This is an optimization exercise on Yosys and OpenROAD, whose aim is small area, a short achievable clock period and few clock cycles per item, not a production implementation.
Only simulation tests tie the RTL to the original design; equivalence was not proved.
Power figures rest on the tool's default switching activity, not on a simulated workload.

==> flow/design.v (outline; a module is shown in full before it is edited, if it fits) <==
// module dapid_core: 1624 lines
// module dapid_qstep: 353 lines
// module dapid_fa: 10 lines
// module dapid_ha: 9 lines
// module dual_axis_pid_with_error_weighting_top: 204 lines
module dual_axis_pid_with_error_weighting_top #(
   parameter int CONTROL_HZ = dapid_pkg::CONTROL_HZ_DEF,
   parameter int ANGLE_BITS = dapid_pkg::ANGLE_BITS_DEF
) (
   input  logic        clock,
   input  logic        reset,
   input  logic        req_tvalid,
   output logic        req_tready,
   input  logic [31:0] req_tdata,
   input  logic [1:0]  req_tuser,
   output logic        rsp_tvalid,
   input  logic        rsp_tready,
   output logic [63:0] rsp_tdata,
   input  logic        csr_psel,
   input  logic        csr_penable,
   input  logic        csr_pwrite,
   input  logic [4:0]  csr_paddr,
   input  logic [31:0] csr_pwdata,
   output logic [31:0] csr_prdata,
   output logic        csr_pready
);
  // ...
==> flow/run.sh <==
#!/bin/bash
# synth_recipe.tcl (not shown) runs the flow's synth.tcl, then flattens the netlist and writes it again
# the make line also repeats each setting of config.mk as NAME=value (left out here)
make -C /OpenROAD-flow-scripts/flow DESIGN_CONFIG=/design/flow/config.mk WORK_HOME=/design/flow/orfs CLKGATE_MAP_FILE= SYNTH_SCRIPT=/design/flow/synth_recipe.tcl finish
==> flow/config.mk <==
export PLATFORM = sky130hd
export DESIGN_NAME = dual_axis_pid_with_error_weighting_top
export DESIGN_NICKNAME = dual_axis_pid_with_error_weighting_top
export VERILOG_FILES = /design/flow/design.v
export SDC_FILE = /design/flow/constraint.sdc
export NUM_CORES = 4
export LEC_CHECK = 0
export ABC_AREA = 1
export CAP_MARGIN = 20
export CORE_MARGIN = 2
export CORE_UTILIZATION = 60
export PLACE_DENSITY = 0.72
export SLEW_MARGIN = 20
export SYNTH_HIERARCHICAL = 1
==> flow/constraint.sdc <==
create_clock -name core_clock -period 11.0 [get_ports {clock}]
set_input_delay 2.2000 -clock core_clock [delete_from_list [all_inputs] [get_ports {clock}]]
set_output_delay 2.2000 -clock core_clock [all_outputs]
set_load 0.01 [all_outputs]
==> impl_metrics.tcl, run 1 <==
set metrics [dict create \
    multi_input_area_sq_um 46500 \
    fin_crit_ns 4.46 \
    drive_gt1_frac 0.0437 \
    grt_max_degree 117 \
    routed.top_layer "met5" \
    synth_area_leader_cell "fa_1" \
    setup_viol 0 \
    fin_crit_sh 0.405 \
    seq-cell-share 0.265 \
    endpoint "u_roll.acc_c[14]" \
    antenna_found_initial 9 \
    drtAntennaViolNets 0 \
    critPathKind "flop to flop" \
    seqCellArea_sq_um 20300 \
    die_area_sq_um 122000 \
    rsz0062_at_grt "false" \
    power_density_nw_per_um2 91.1 \
    num-nonclk-inverters 799 \
    synth_cell_type_count 70 \
    hp-start "roll_p[7]" \
    combinationalPowerShare 0.114 \
    status "no timing/DRC/antenna violations" \
    reg2reg_from "st[4]" \
    met1_usage 0.415 \
    wl_met2_mm 89.0 \
    fill_cells 9717 \
    cts_made_buffers 88 \
    multi_input_area_share 0.606 \
    synthMuxAreaShare 0 \
    worstPathArrival_ns 4.90 \
    setup_tns_ns 0 \
    largestPowerGroup "sequential cells" \
    async_reset_ff_frac 0 \
    rows 126 \
    synth_ff_type "edfxtp_1" \
    port_buffers 158 \
    switching_share 0.263 \
    clk_latency_ns 0.70 \
]
Testbench counts, summed over its fixed seeds: cycles 6,457, ticks 2,048.
==> run 2, diff against run 1 <==
--- a/flow/design.v
+++ b/flow/design.v
@@ -110,24 +110,29 @@
          end else if (st[5]) begin
             mx <= 26'(integ);
             gb <= gb_in;
          end
       end
    end
    logic [29:0] acc_sg, acc_cg;
    logic        k12_g;
-   logic clr_q, clr;
+   logic clr_q, clr, clr2_q, clr2;
    always_ff @(posedge clock) begin
       if (adv) clr_q <= POL ? !st[3] : st[3];
    end
+   always_ff @(posedge clock) begin
+      if (reset) clr2_q <= 1'b1;
+      else if (adv) clr2_q <= POL ? st[3] : !st[3];
+   end
    assign clr    = POL ? !clr_q : clr_q;
+   assign clr2   = POL ? clr2_q : !clr2_q;
    assign acc_sg = clr ? '0 : acc_s;
-   assign acc_cg = st[4] ? '0 : acc_c;
-   assign k12_g  = !st[4] && k12;
+   assign acc_cg = clr2 ? '0 : acc_c;
+   assign k12_g  = !clr2 && k12;
    logic cm_s0, cm_c0;
    dapid_ha u_cm_s0 (.a(1'b1), .b(dx[12]), .s(cm_s0), .co(cm_c0));
    logic cm_s1, cm_c1;
    dapid_ha u_cm_s1 (.a(dx[13]), .b(dx[9]), .s(cm_s1), .co(cm_c1));
    logic cm_s2, cm_c2;
    dapid_ha u_cm_s2 (.a(dx[14]), .b(dx[10]), .s(cm_s2), .co(cm_c2));
    logic cm_s3, cm_c3;
    dapid_ha u_cm_s3 (.a(dx[15]), .b(dx[11]), .s(cm_s3), .co(cm_c3));
==> run 2 against run 1 <==
Against the previous run:
- still clean on timing, DRC and antenna
- sequential share of layout area is 0.084 points higher
- final area is 0.13% lower
- setup slack worse by 0.058 ns
- synthesized cell count is 0.10% lower
- global-route usage is 0.18 points lower
- maximum frequency is 1.3% lower
- combinational power is 4.1% higher
- first-iteration DRC count is 6.2% lower
==> impl_metrics.tcl, run 2 <==
set metrics [dict create \
    drive_gt1_frac 0.0422 \
    die_w_um 349 \
    critPathMaxStageDelay_ns 0.99 \
    slew_headroom 0.159 \
    synthMuxAreaShare 0 \
    end_kind "flop" \
    maxCapViolations 0 \
    grt_max_degree 127 \
    yosys.area_share.simple 0.144 \
    fill_cells 9738 \
    cts_buffer_depth 3 \
    synth_top_area_share 0.214 \
    synthXorXnorAreaFrac 0.0725 \
    crit_path_max_fanout 6 \
    hold_viol_final 0 \
    critPathLaunchType "flop" \
    syn_avg_cell_area_sq_um 9.17 \
    layout_commonest_cell "nand2_1" \
    min_path_type "flop to flop" \
    status "no timing/DRC/antenna violations" \
    setup_tns_ns 0 \
    synth_compound_area_frac 0.122 \
    port_buffers 158 \
    combinationalPowerShare 0.120 \
    drtIter0Drc 4390 \
    synth_seq_cells 782 \
    cts_tree "done" \
    ff2ff_setup_slack_ns 6.49 \
    worstSetupPathDepth 14 \
    ctsHoldBuffers 0 \
    routed_wl_mm 188 \
    cts_num_sinks 782 \
    reg2reg_from "u_yaw.e_prev[0]" \
    p_total_mw 6.94 \
    ys_warn_count 10 \
    cts_resized 0 \
    worst_pin_slew_ns 1.25 \
    vdd_drop_max_mv 0.127 \
    grt_usage 0.312 \
    die_area_sq_um 122000 \
    antenna_found_initial 6 \
    power_density_nw_per_um2 90.7 \
    fmax_mhz 222 \
    fin_crit_sh 0.410 \
    synth-edff-count 471 \
    critPathTopFamily "simple AND/OR/NAND/NOR gates" \
    nets 9135 \
    routedWlPerCell_um 20.1 \
    drtAntennaViolNets 0 \
    synthAdderAreaFrac 0.310 \
    cts_setup_buffers 0 \
    synthTopCellsByArea "fa_1, edfxtp_1, ha_1" \
    cts_root_buf "clkbuf_16" \
    synth_area_leader_cell "fa_1" \
    p_int_mw 5.09 \
    worstSetupStartpoint "u_yaw.e_prev[0]" \
    syn_to_final_growth_pct 7.44 \
    setup_viol 0 \
    final_cell_mix "nand2_1, inv_1, fa_1" \
    htreeDepth 3 \
    fin_skew_ns 0.0449 \
    overflow 0 \
    die_h_um 349 \
    critPathKind "flop to flop" \
    clkPwrFrac 0.426 \
    gp_congestion 0.984 \
    rows 126 \
    worstPathBufferInverterCount 1 \
    p_sw_mw 1.85 \
    leakagePower_nw 32.5 \
    viasPerCell 5.90 \
    netlist_area_sq_um 71200 \
    dp_hpwl_mm 146 \
    synth_ff_type "edfxtp_1" \
    largest_registers "rsp_roll_ff: 30 flops, rsp_yaw_ff: 30 flops" \
    synth_common_cells "nand2_1, inv_1, fa_1, nor2_1, ha_1" \
    core-area_sq_um 118000 \
    start_util 0.604 \
    drc 0 \
    switching_share 0.266 \
    cp_cell_sequence "nor3_1, nand3_1, nor3_1, nand4_1, nor4_1, ha_1, nand2_1, inv_1, nand3_1, nor3_1, nand4_1, nand3_1, nand2_1, nor2_1" \
    cts_made_buffers 88 \
    clk_latency_ns 0.69 \
    worstPathArrival_ns 4.91 \
    vias 55200 \
    grt_pass1_vias 55600 \
    rsz0062_at_grt "false" \
    reg2reg_to "u_yaw.w1[1]" \
    grt_pass1_wl_mm 300 \
    required_ns 11.39 \
    pin_count 177 \
    synth_cells 7767 \
    ys_seq_area_frac 0.286 \
    rr_worst_depth 14 \
    firstDrtPassIters 8 \
    endpoint "u_yaw.w1[1]" \
    slowest_stage "nor4_1" \
    report.final.slew_viol_count 0 \
    synth_top_family_by_area "adder cells" \
    async_reset_ff_frac 0 \
    synth_cell_type_count 69 \
    p_seq_frac 0.454 \
    yosysMostFrequentCell "nand2_1" \
    path_clk_slew_ns 0.06 \
    fin_crit_ns 4.51 \
]
==> run 2: changes by cell type in the layout (fill, tap and decap cells not counted), sizes merged, moves of 6 or more <==
cell	previous run	this run
a21oi	480	472
clkinv	28	36
inv	803	789
nand2	1107	1136
nand3	266	302
nand4	130	106
nor2	745	722
o21ai	471	458
xor2	136	142
==> run 2: modules after synthesis (local to each module, per instance), a selection <==
module	flops+latches	copies in the design
dapid_fa	0	691
dapid_qstep	27	1
dapid_ha	0	173
dual_axis_pid_with_error_weighting_top	301	1
==> run 2: per-layer routing <==
metal,GRT usage,vias to the layer above,part of all wire
met3,0.0498,381,0.074
met1,0.410,26700,0.41
li1,-,26100,-
met5,0,-,0.00012
met4,0.133,4,0.045
met2,0.512,1983,0.47
==> run 2: area by class of cell <==
cell class	instances	area [sq um]	share of cell area
Inverter	791	2970	0.0388
Sequential cell	782	20400	0.266
Antenna cell	1	2.50	0.0000327
Clock inverter	43	390	0.00510
Multi-Input combinational cell	5878	46400	0.607
Clock buffer	121	2530	0.0331
Timing Repair Buffer	205	1920	0.0251
Tap cell	1536	1920	0.0251
==> run 2: power groups by stage <==
stage	clock [mW]	sequential [mW]	combinational, mW
2_1_floorplan	0	3.20	0.625
3_3_place_gp	0	3.21	0.799
3_5_place_dp	0	3.21	0.816
4_1_cts	3.00	3.15	0.823
5_1_grt	3.12	3.15	0.940
6_report	2.96	3.15	0.831
==> run 2: worst min-delay path by stage <==
stage            startpoint      endpoint  slack [ns]  depth (start not counted)
2_1_floorplan  u_roll.w1[0]  u_roll.w2[0]        0.40                          0
5_1_grt           roll_p[9]     roll_p[9]        0.48                          2
4_1_cts           roll_p[9]     roll_p[9]        0.47                          2
3_5_place_dp      roll_p[9]     roll_p[9]        0.46                          2
6_report          roll_p[8]     roll_p[8]        0.47                          2
3_3_place_gp        seen[2]       seen[2]        0.45                          2
==> run 2: logic make-up (layout without fill, tap and decap cells) <==
group                      count (synthesis)  in the layout
AOI/OAI and AO/OA                       1519           1519
adders and majority gates               1311           1311
DFF                                      782            782
buffers and inverters                   1152           1160
other                                      4             50
xor gates and xnor gates                 590            590
and+or+nand+nor                         2409           2409
==> run 2: tightest hold or removal path, delay by kind of cell, from the launching register on <==
family | cells | cell delay, ns
flip-flops | 1 | 0.31
buffers and inverters | 1 | 0.06
AO/OA/AOI/OAI | 1 | 0.05
==> run 2: through the flow <==
step	worst slack, ns	hold WS, ns	instances	utilization	cell area (sq um)
3_3_place_gp	6.50	0.452	9192	0.624	73600
4_1_cts	6.73	0.471	9356	0.649	76500
5_1_grt	6.37	0.485	9356	0.649	76500
2_1_floorplan	5.58	0.400	7812	-	71400
3_5_place_dp	6.42	0.461	9192	0.624	73600
6_report	6.49	0.473	9357	0.649	76500
Testbench counts of run 2, summed over its fixed seeds: cycles 6,457, ticks 2,048.
==> run 3, diff against run 2 <==
--- a/flow/config.mk
+++ b/flow/config.mk
@@ -11,2 +11,3 @@
 export CORE_UTILIZATION = 60
+export CTS_BUF_LIST = sky130_fd_sc_hd__clkbuf_4 sky130_fd_sc_hd__clkbuf_8
 export PLACE_DENSITY = 0.72
==> run 3 against run 2 <==
Against the previous run:
- still clean on timing, DRC and antenna
- clock-buffer cell count grew 70
- sequential cell count is the same
- setup slack gained 0.086 ns
- maximum frequency grew 1.9%
- combinational power is essentially flat
- final cell count grew 0.96%
- die area is the same
- clock power is essentially flat
==> impl_metrics.tcl, run 3 <==
set metrics [dict create \
    status "no timing/DRC/antenna violations" \
    critPathMaxStageDelay_ns 1.01 \
    dp_hpwl_mm 146 \
    clk_latency_ns 0.89 \
    critPathLaunchType "flop" \
    ctsHoldBuffers 0 \
    grt_pass1_vias 55800 \
    min_path_type "flop to flop" \
    drtAntennaViolNets 0 \
    start_util 0.604 \
    critPathKind "flop to flop" \
    switching_share 0.272 \
    p_sw_mw 1.88 \
    die_h_um 349 \
    layout_commonest_cell "nand2_1" \
    async_reset_ff_frac 0 \
    cts_resized 0 \
    synth_ff_type "edfxtp_1" \
    hold_viol_final 0 \
    power_density_nw_per_um2 90.3 \
    ys_warn_count 10 \
    slowest_stage "nor4_1" \
    drive_gt1_frac 0.0535 \
    end_kind "flop" \
    grt_max_degree 127 \
    cp_cell_sequence "nor3_1, nand3_1, nor3_1, nand4_1, nor4_1, ha_1, nand2_1, inv_1, nand3_1, nor3_1, nand4_1, nand3_1, nand2_1, nor2_1" \
    vias 55500 \
    synth_cells 7767 \
    hold_slack_ns 0.469 \
    viasPerCell 5.88 \
    cts_made_buffers 138 \
    core-area_sq_um 118000 \
    cts_buffer_depth 3 \
    fin_crit_ns 4.43 \
    grt_pass1_wl_mm 300 \
    report.final.slew_viol_count 0 \
    leakagePower_nw 32.7 \
    syn_avg_cell_area_sq_um 9.17 \
    pin_count 177 \
    worst_pin_slew_ns 1.27 \
    port_buffers 158 \
    cts_setup_buffers 0 \
    cts_root_buf "clkbuf_8" \
    fmax_mhz 226 \
    cts_num_sinks 782 \
    syn_to_final_growth_pct 7.55 \
    synth_cell_type_count 69 \
    yosysMostFrequentCell "nand2_1" \
    synth_top_area_share 0.214 \
    fin_crit_sh 0.402 \
    firstDrtPassIters 6 \
    required_ns 11.61 \
    slew_headroom 0.144 \
    vdd_drop_max_mv 0.122 \
    nets 9186 \
    antenna_found_initial 4 \
    path_clk_slew_ns 0.06 \
    synth-edff-count 471 \
    p_total_mw 6.92 \
    cts_tree "done" \
    synth_common_cells "nand2_1, inv_1, fa_1, nor2_1, ha_1" \
    largest_registers "rsp_roll_ff: 30 flops, rsp_yaw_ff: 30 flops" \
    rr_worst_depth 14 \
    fin_skew_ns 0.0383 \
    clkPwrFrac 0.424 \
    final_cell_mix "nand2_1, inv_1, fa_1" \
    rsz0062_at_grt "false" \
    grt_usage 0.313 \
    htreeDepth 4 \
    drc 0 \
    combinationalPowerShare 0.120 \
    crit_path_max_fanout 6 \
    routed_wl_mm 188 \
    ys_seq_area_frac 0.286 \
    overflow 0 \
    p_seq_frac 0.456 \
    gp_congestion 0.984 \
    hold_depth 2 \
    maxCapViolations 0 \
    drtIter0Drc 4424 \
    routedWlPerCell_um 19.9 \
    rows 126 \
    synth_area_leader_cell "fa_1" \
    synthTopCellsByArea "fa_1, edfxtp_1, ha_1" \
    netlist_area_sq_um 71200 \
    setup_viol 0 \
    synth_seq_cells 782 \
    worstPathArrival_ns 5.04 \
    setup_tns_ns 0 \
    die_w_um 349 \
    die_area_sq_um 122000 \
    p_int_mw 5.03 \
]
-- run 3: cell counts after synthesis --
Identical to the previous run, type by type.
-- run 3: cells by family after synthesis --
kind of cell | share of synthesized area
AND/OR/NAND/NOR | 0.144
AO/OA/AOI/OAI | 0.122
adder cells (fa/ha/maj) | 0.310
buffers and inverters | 0.0652
flip-flops | 0.286
XOR/XNOR | 0.0725
other | 0.000211
-- run 3: through the flow --
| stage | area (sq um) | setup slack [ns] | cells | util |
|---|---|---|---|---|
| 2_1_floorplan | 71400 | 5.58 | 7812 | - |
| 3_3_place_gp | 73600 | 6.50 | 9192 | 0.624 |
| 3_5_place_dp | 73600 | 6.42 | 9192 | 0.624 |
| 4_1_cts | 76600 | 6.51 | 9443 | 0.649 |
| 5_1_grt | 76600 | 6.39 | 9446 | 0.650 |
| 6_report | 76600 | 6.57 | 9447 | 0.650 |
-- run 3: power groups by stage --
stage                     logic, mW  registers [mW]  clock network, mW
after global routing          0.938            3.15               3.12
after floorplan               0.625            3.20                  0
final                         0.830            3.15               2.93
after detailed placement      0.816            3.21                  0
after global placement        0.799            3.21                  0
after CTS                     0.822            3.15               3.00
-- run 3: per-module statistics from Yosys, one instance, submodules excluded, a selection --
module                                  cell area, sq um  flip-flops and latches
dapid_ha                                            12.5                       0
dapid_fa                                            20.0                       0
dual_axis_pid_with_error_weighting_top             11300                     301
dapid_qstep                                         1490                      27
-- run 3: final timing paths --
kind	slack (ns)	start	endpoint
min	0.47	roll_p[9]	roll_p[9]
min reg2reg	0.47	roll_p[9]	roll_p[9]
max reg2reg	6.57	u_yaw.e_prev[0]	u_yaw.w1[1]
max	6.57	u_yaw.e_prev[0]	u_yaw.w1[1]
-- run 3: metal layers --
metal,GRT usage,vias up,share of wire
met3,0.0549,384,0.075
met1,0.412,26800,0.42
li1,-,26200,-
met2,0.512,2097,0.47
met5,0,-,0.000096
met4,0.133,4,0.042
-- run 3: critical path, delay by kind of cell, from the launching register on --
kind / cells / cell delay (ns)
adder cells (fa/ha/maj): 1 / 0.27
buffers and inverters: 1 / 0.05
flip-flops: 1 / 0.47
AND/OR/NAND/NOR: 12 / 3.35
-- run 3: final cells by class --
class | count | area (sq um)
sequential | 782 | 20400
fill | 9791 | 41300
clock buffer | 191 | 2380
inverter | 791 | 2970
timing repair buffer | 206 | 1930
antenna | 3 | 7.51
tap | 1536 | 1920
multi-input combinational | 5878 | 46400
clock inverter | 60 | 591
==> run 4, diff against run 3 <==
--- a/flow/config.mk
+++ b/flow/config.mk
@@ -11,3 +11,4 @@
 export CORE_UTILIZATION = 60
-export CTS_BUF_LIST = sky130_fd_sc_hd__clkbuf_4 sky130_fd_sc_hd__clkbuf_8
+export CTS_BUF_LIST = sky130_fd_sc_hd__clkbuf_8
+export CTS_CLUSTER_SIZE = 30
 export PLACE_DENSITY = 0.72
==> run 4 against run 3 <==
Against the previous run:
- clock power fell by 4%
- die area did not move
- sequential cell count did not move
- combinational power barely moved
- core utilization fell by 0.12 points
- maximum frequency fell by 1.2%
- clock-buffer cell count fell by 39
- first-iteration DRC count rose by 0.57%
- critical path depth did not move
- final area fell by 0.19%
- critical path type unchanged
==> impl_metrics.tcl, run 4 <==
set metrics [dict create \
    status "no timing/DRC/antenna violations" \
    start_util 0.604 \
    viasPerCell 5.88 \
    critPathKind "flop to flop" \
    min_path_type "flop to flop" \
    die_w_um 349 \
    synth_seq_cells 782 \
    setup_viol 0 \
    async_reset_ff_frac 0 \
    pre_cts_slack_ns 6.42 \
    die_h_um 349 \
    largest_registers "rsp_roll_ff: 30 flops, rsp_yaw_ff: 30 flops" \
    multi_input_area_sq_um 46400 \
    synth_common_cells "nand2_1, inv_1, fa_1, nor2_1, ha_1" \
    placed_cells 9192 \
    port_buffers 158 \
    clkPwrFrac 0.413 \
    die_area_sq_um 122000 \
    cts_root_buf "clkbuf_8" \
    synth-edff-count 471 \
    cts_num_sinks 782 \
    synth_ff_type "edfxtp_1" \
    fin_skew_ns 0.0406 \
    yosysMostFrequentCell "nand2_1" \
    fin_ws_ns 6.52 \
    grt_pass1_wl_mm 300 \
    p_sw_mw 1.89 \
    fmax_mhz 223 \
    worstSetupStartpoint "u_yaw.e_prev[0]" \
    required_ns 11.60 \
    overflow 0 \
    drc 0 \
    slew_headroom 0.153 \
    syn_avg_cell_area_sq_um 9.17 \
    drtIter0Drc 4449 \
    synthXorXnorAreaFrac 0.0725 \
    vias 55600 \
    hold_slack_ns 0.472 \
    maxCapViolations 0 \
    syn_to_final_growth_pct 7.34 \
    synthMuxAreaShare 0 \
    vdd_drop_max_mv 0.121 \
    combinationalPowerShare 0.123 \
    cts_tree "done" \
    rows 126 \
    hp-start "roll_p[9]" \
    hold_viol_final 0 \
    gp_congestion 0.984 \
    firstDrtPassIters 6 \
    pin_count 177 \
    switching_share 0.278 \
    synth_top_family_by_area "adder cells" \
    fill_cells 9806 \
    grt_pass1_vias 55800 \
    grt_usage 0.313 \
    yosys.area_share.simple 0.144 \
    rsz0062_at_grt "false" \
    synth_cell_type_count 69 \
    reg2reg_from "u_yaw.e_prev[0]" \
    path_clk_slew_ns 0.06 \
    seqCellArea_sq_um 20400 \
    grt_max_degree 127 \
    synth_compound_area_frac 0.122 \
    synthTopCellsByArea "fa_1, edfxtp_1, ha_1" \
    fin_util 0.648 \
    cts_setup_buffers 0 \
    fin_cells 9447 \
    power_density_nw_per_um2 88.8 \
    nets 9186 \
    clk_latency_ns 0.89 \
    routed_wl_mm 188 \
    end_kind "flop" \
    drive_gt1_frac 0.0486 \
    final_cell_mix "nand2_1, inv_1, fa_1" \
    cts_buffer_depth 3 \
    fin_crit_sh 0.407 \
    worstPathArrival_ns 5.08 \
    core-area_sq_um 118000 \
    htreeDepth 4 \
    ctsHoldBuffers 0 \
    worst_pin_slew_ns 1.26 \
    p_int_mw 4.90 \
    drtAntennaViolNets 0 \
    setup_tns_ns 0 \
    netlist_area_sq_um 71200 \
    ys_seq_area_frac 0.286 \
    dp_hpwl_mm 146 \
    layout_commonest_cell "nand2_1" \
    critPathLaunchType "flop" \
    antenna_found_initial 5 \
    synth_top_area_share 0.214 \
    p_seq_frac 0.465 \
    leakagePower_nw 32.7 \
    routedWlPerCell_um 19.9 \
    report.final.slew_viol_count 0 \
    fin_crit_ns 4.48 \
    cts_made_buffers 138 \
    crit_path_max_fanout 6 \
    synth_area_leader_cell "fa_1" \
    synthAdderAreaFrac 0.310 \
    ys_warn_count 10 \
    synth_cells 7767 \
    cts_resized 0 \
]
[run 4: cell count changes in the layout (fill, tap and decap cells not counted), sizes merged]
cell / delta
clkbuf: -39
inv: +39
[run 4: cell type report]
class / count / area share
multi-input combinational: 5878 / 0.607
timing repair buffer: 206 / 0.0253
tap: 1536 / 0.0251
sequential: 782 / 0.266
clock buffer: 152 / 0.0274
antenna: 3 / 0.0000982
clock inverter: 99 / 0.00964
inverter: 791 / 0.0389
[run 4: critical path, stage by stage, from the launching register on]
cell	delay (ns)
dfxtp_1	0.47
nor3_1	0.44
nand3_1	0.22
nor3_1	0.37
nand4_1	0.23
nor4_1	1.00
ha_1	0.27
nand2_1	0.07
inv_1	0.05
nand3_1	0.08
nor3_1	0.27
nand4_1	0.13
nand3_1	0.11
nand2_1	0.08
nor2_1	0.40
[run 4: metrics by stage]
step | power [mW] | cell area [sq um]
2_1_floorplan | 3.82 | 71400
3_3_place_gp | 4.01 | 73600
3_5_place_dp | 4.03 | 73600
4_1_cts | 6.84 | 76400
5_1_grt | 7.08 | 76500
6_report | 6.79 | 76500
[run 4: kinds of logic (layout without fill, tap and decap cells)]
logic type,count (synthesis),count (layout)
AOI/OAI and AO/OA,1519,1519
buffers and inverters,1152,1248
other,4,52
and+or+nand+nor,2409,2409
DFF,782,782
adders and majority gates,1311,1311
xor gates and xnor gates,590,590
[run 4: per-layer routing]
metal / track usage / part of all wire / up-vias
li1: - / - / 26200
met1: 0.411 / 0.42 / 27000
met5: 0 / 0.00038 / -
met2: 0.511 / 0.47 / 2015
met4: 0.135 / 0.043 / 6
met3: 0.0557 / 0.073 / 393
[run 4: worst paths after layout]
kind / endpoint / slack (ns) / cells after the start
worst min-delay path: roll_p[9] / 0.47 / 2
worst min register to register: roll_p[9] / 0.47 / 2
worst max register to register: u_yaw.w1[1] / 6.52 / 14
worst max-delay path: u_yaw.w1[1] / 6.52 / 14
[run 4: power by group through the flow]
stage	combinational (mW)	sequential (mW)	clock (mW)
after floorplan	0.625	3.20	0
after global placement	0.799	3.21	0
after detailed placement	0.816	3.21	0
after CTS	0.822	3.15	2.86
after global routing	0.938	3.15	2.98
final	0.832	3.15	2.80
[run 4: per-module statistics from Yosys (local to each module, per instance), a selection]
module                                  flops+latches  cells  area, sq um
dapid_ha                                            0      1         12.5
dapid_qstep                                        27    165         1490
dapid_fa                                            0      1         20.0
dual_axis_pid_with_error_weighting_top            301   1340        11300

==> afterwards: timing with drivers on the ports <==
No port has a modelled driver above. Below, the same layouts with a new extraction and two added sets of constraints.
Step 1, drivers: a clkbuf_16 drives clock and a buf_2 each remaining input, both assumed.
Step 2, shift: input delay + t, output delay - t, t = (earliest + latest rising clock arrival at the registers) / 2. This alone moves slack from input paths to output paths.
a / b / c = ideal ports / drivers / drivers and shift; a / b = the first two.
run | t, ns | slack for setup (ns) | worst setup path after step 2 | latest minus earliest clock arrival (ns) | pins driven straight from the clock port
run 1 | 0.768 | 6.545 / 6.545 / 6.410 | input to register | 0.043 / 0.043 | 1
run 2 | 0.760 | 6.487 / 6.487 / 6.487 | register to register | 0.049 / 0.049 | 1
run 3 | 0.948 | 6.573 / 6.558 / 6.485 | input to register | 0.044 / 0.044 | 1
run 4 | 0.943 | 6.519 / 6.519 / 6.483 | input to register | 0.050 / 0.050 | 1
After both steps every run listed still meets setup and hold. The setup slack of run 1, which loses most, moves by 0.000 ns with the drivers and by -0.135 ns with both steps.
